Context: an optimization exercise on an open-source flow, tuned for small area, a short achievable clock period and few clock cycles per item. The choices shown serve that exercise and are no tape-out recipe.
Only simulation tests tie the RTL to the original design; equivalence was not proved.
Power is estimated from default activity; no workload was simulated.

Setup of red:
Design second_pipe_top, start of the top module:
module second_pipe_top (
    input  logic                   clk,
    input  logic                   reset,
    input  logic                   in_req,
    output logic                   in_ack,
    input  logic [32-1:0]     instr,
    input  logic [32-1:0]     pc,
    input  logic [32-1:0]     rs_val,
    input  logic [32-1:0]     rt_val,
    input  logic [14-1:0]      exc_in,
    input  logic                   is_nop,
    output logic                   out_req,
    input  logic                   out_ack,
    output logic                   wr_en,
    output logic [5-1:0] wr_addr,
    output logic [32-1:0]     wr_data,
    output logic [14-1:0]      exc_out
);
Settings: LEC_CHECK=0, ABC_AREA=1, CAP_MARGIN=20, CORE_MARGIN=2, CORE_UTILIZATION=40, SETUP_SLACK_MARGIN=2.0, SLEW_MARGIN=20; clock period 5.0 ns.
standard.sh (not shown) runs the stock make flow with config.mk's settings and CLKGATE_MAP_FILE= SYNTH_SCRIPT=/design/flow/synth_recipe.tcl, a recipe that flattens the netlist after the stock synthesis.
==> flow/flow/run.sh <==
#!/bin/bash
# Layout flow: the standard layout (standard.sh, the ORFS make targets),
# with three changes to how the layout is made:
#  - synthesis is synth_recipe.tcl itself, run through flow/synth_abc.tcl,
#    which only swaps the ABC mapping script for flow/abc_map.script;
#  - no adder cells are pre-mapped (ADDER_MAP_FILE empty), so ABC maps the
#    adder with the rest of the logic;
#  - the port buffers are sky130_fd_sc_hd__buf_1 instead of the delay cells
#    buffer_ports picks by default.
# The SDC, clock period, constraints and every other setting are the standard flow's.
# Each ORFS step writes its full log under orfs/logs/; make's own output goes
# to make.log.
set -euo pipefail
here=$(pwd)
export FLOW_SYNTH_TCL="$here/synth_recipe.tcl"
export MY_ABC_SCRIPT="$here/flow/abc_map.script"
export BUFFER_PORTS_ARGS="-buffer_cell sky130_fd_sc_hd__buf_1"
export ADDER_MAP_FILE=
sed "s#SYNTH_SCRIPT=[^ ]*#SYNTH_SCRIPT=$here/flow/synth_abc.tcl#" standard.sh > standard_abc.sh
grep -q "SYNTH_SCRIPT=$here/flow/synth_abc.tcl" standard_abc.sh
bash standard_abc.sh > make.log 2>&1
==> flow/flow/abc_map.script <==
strash
balance
rewrite
refactor
balance
rewrite
rewrite -z
balance
refactor -z
rewrite -z
balance
balance
rewrite
refactor
balance
rewrite
rewrite -z
balance
refactor -z
rewrite -z
balance
dch
map -B 0.9
topo
stime -c
buffer -c
upsize -c
dnsize -c
==> flow/flow/synth_abc.tcl <==
# The standard flow's synthesis script, with the ABC mapping script replaced
proc abc {args} {
  set i [lsearch -exact $args -script]
  if { $i >= 0 } { lset args [expr {$i + 1}] $::env(MY_ABC_SCRIPT) }
  yosys abc {*}$args
}
source $::env(FLOW_SYNTH_TCL)
Testbench counts of red, summed over its fixed seeds: cycles 19,985, items 8,000.
The following lists how blue was set up differently from red:
- SETUP_SLACK_MARGIN changed from 2.0 to 1.5
--- a/flow/flow/abc_map.script
+++ b/flow/flow/abc_map.script
@@ -22,3 +22,3 @@
 dch
-map -B 0.9
+map -B 0.5
 topo
--- outcome ---
- In blue the via count turned out 1241 lower than in red.
- In the reports for blue and red, the smaller post-synth net total belongs to blue.
- Delta(portion of total power attributed to combinational logic, blue - red) < 0
- blue went all the way through the flow, and no timing, DRC or antenna check failed.
- Of blue and red, the lower multi-input gate share of total cell area belongs to red.
- Looking at synthesized cell count, blue sits 31 lower than red does.
- When the final numbers for blue and red were put side by side, the number of distinct library cells after synthesis turned out to be smaller in red.
- Diff red..blue | die width | negligible
- A cell with the biggest individual delay on the critical path of o21ai_1 is what blue shows, while nor2_1 belongs to red.
- First-pass GRT wire length, blue vs red: down by a little under 10%
- The run showing the greater global-route usage is red.
Modified inputs, green compared to blue
- SETUP_SLACK_MARGIN: 1.5 -> 1.8
--- a/flow/flow/abc_map.script
+++ b/flow/flow/abc_map.script
@@ -22,3 +22,6 @@
 dch
-map -B 0.5
+map -B 0.9
+strash
+dch
+map -B 0.9
 topo
## What came out
blue and green ended up with nearly the same net switching share of the total power. green: depth of the critical timing path with buffers and inverters included 1 below blue. What green reported for final wirelength has to be multiplied by 0.926 to get the figure for blue. Final non-filler cell total grows by a few percent when moving from blue to green. Higher clock group share of total power goes to blue over green. Between blue and green, the measured slew at the worst slew-check pin figures differ only marginally. Delta (green minus blue): largest stage delay on the critical path fell by 0.08 ns; number of logic inverters in the finished layout rose by 20; register area share after synthesis rose by 0.32 points.
Here is what was changed in the inputs of orange compared with green.
- SETUP_SLACK_MARGIN changed from 1.8 to 1.7
--- a/flow/flow/abc_map.script
+++ b/flow/flow/abc_map.script
@@ -22,6 +22,6 @@
 dch
-map -B 0.9
+map -B 0.5
 strash
 dch
-map -B 0.9
+map -B 0.5
 topo
Findings:
- The termination of the worst setup path comes out exc_out[1] in one run and wr_data[1] in the other, namely in orange and green respectively.
- Relative to green, orange degrades setup slack.
- Changes observed in orange relative to green: detailed-route wire length decreased 690 um; power per cell area essentially unchanged; post-CTS resize count decreased by about 4.6% relative to the old numbers; required time reported for the critical path endpoint now smaller; highest clock rate now smaller.
- The run showing the greater first-iteration DRC count is green.
- The flow did not stop early for orange: all stages ran, and the layout cleared the timing, design-rule and antenna checks.
- orange against green: post-route clock period utilization higher; count of non-CTS buffers in the layout higher; cell count after placement roughly the same.
- Run comparison: orange worst setup path startpoint instr[29]; green worst setup path startpoint instr[2]
- Measured against each other, green and orange differ in part of the power in combinational logic, the lower figure coming from orange.

-- separate check: timing with driven ports --
In the flow no input, the clock included, has a driving cell. The finished layouts below were timed again as built, in two steps. Step 1 (the two cells are an assumption about what drives the block):
set clk [get_ports {clk}]
set_driving_cell -lib_cell sky130_fd_sc_hd__clkbuf_16 $clk
set_driving_cell -lib_cell sky130_fd_sc_hd__buf_2 [delete_from_list [all_inputs] $clk]
Step 2, shift: input delay + t, output delay - t, t = (earliest + latest rising clock arrival at the registers) / 2. This alone moves slack from input paths to output paths. a / b / c = ideal ports / drivers / drivers and shift; a / b = the first two.
run | t, ns | slack for setup (ns) | worst hold slack (ns) | slew at the worst register clock pin (ns) | worst data-port slew with drivers (ns)
red | 0.358 | 1.849 / 1.758 / 1.400 | 0.555 / 0.555 / 0.555 | 0.09 / 0.09 | 0.13
blue | 0.351 | 1.521 / 1.545 / 1.194 | 0.534 / 0.534 / 0.534 | 0.08 / 0.08 | 0.05
green | 0.349 | 1.822 / 1.835 / 1.485 | 0.548 / 0.548 / 0.548 | 0.08 / 0.08 | 0.04
orange | 0.346 | 1.757 / 1.759 / 1.414 | 0.529 / 0.529 / 0.529 | 0.08 / 0.08 | 0.05
After both steps every run listed still meets setup and hold. The setup slack of red, which loses most, moves by -0.091 ns with the drivers and by -0.449 ns with both steps.
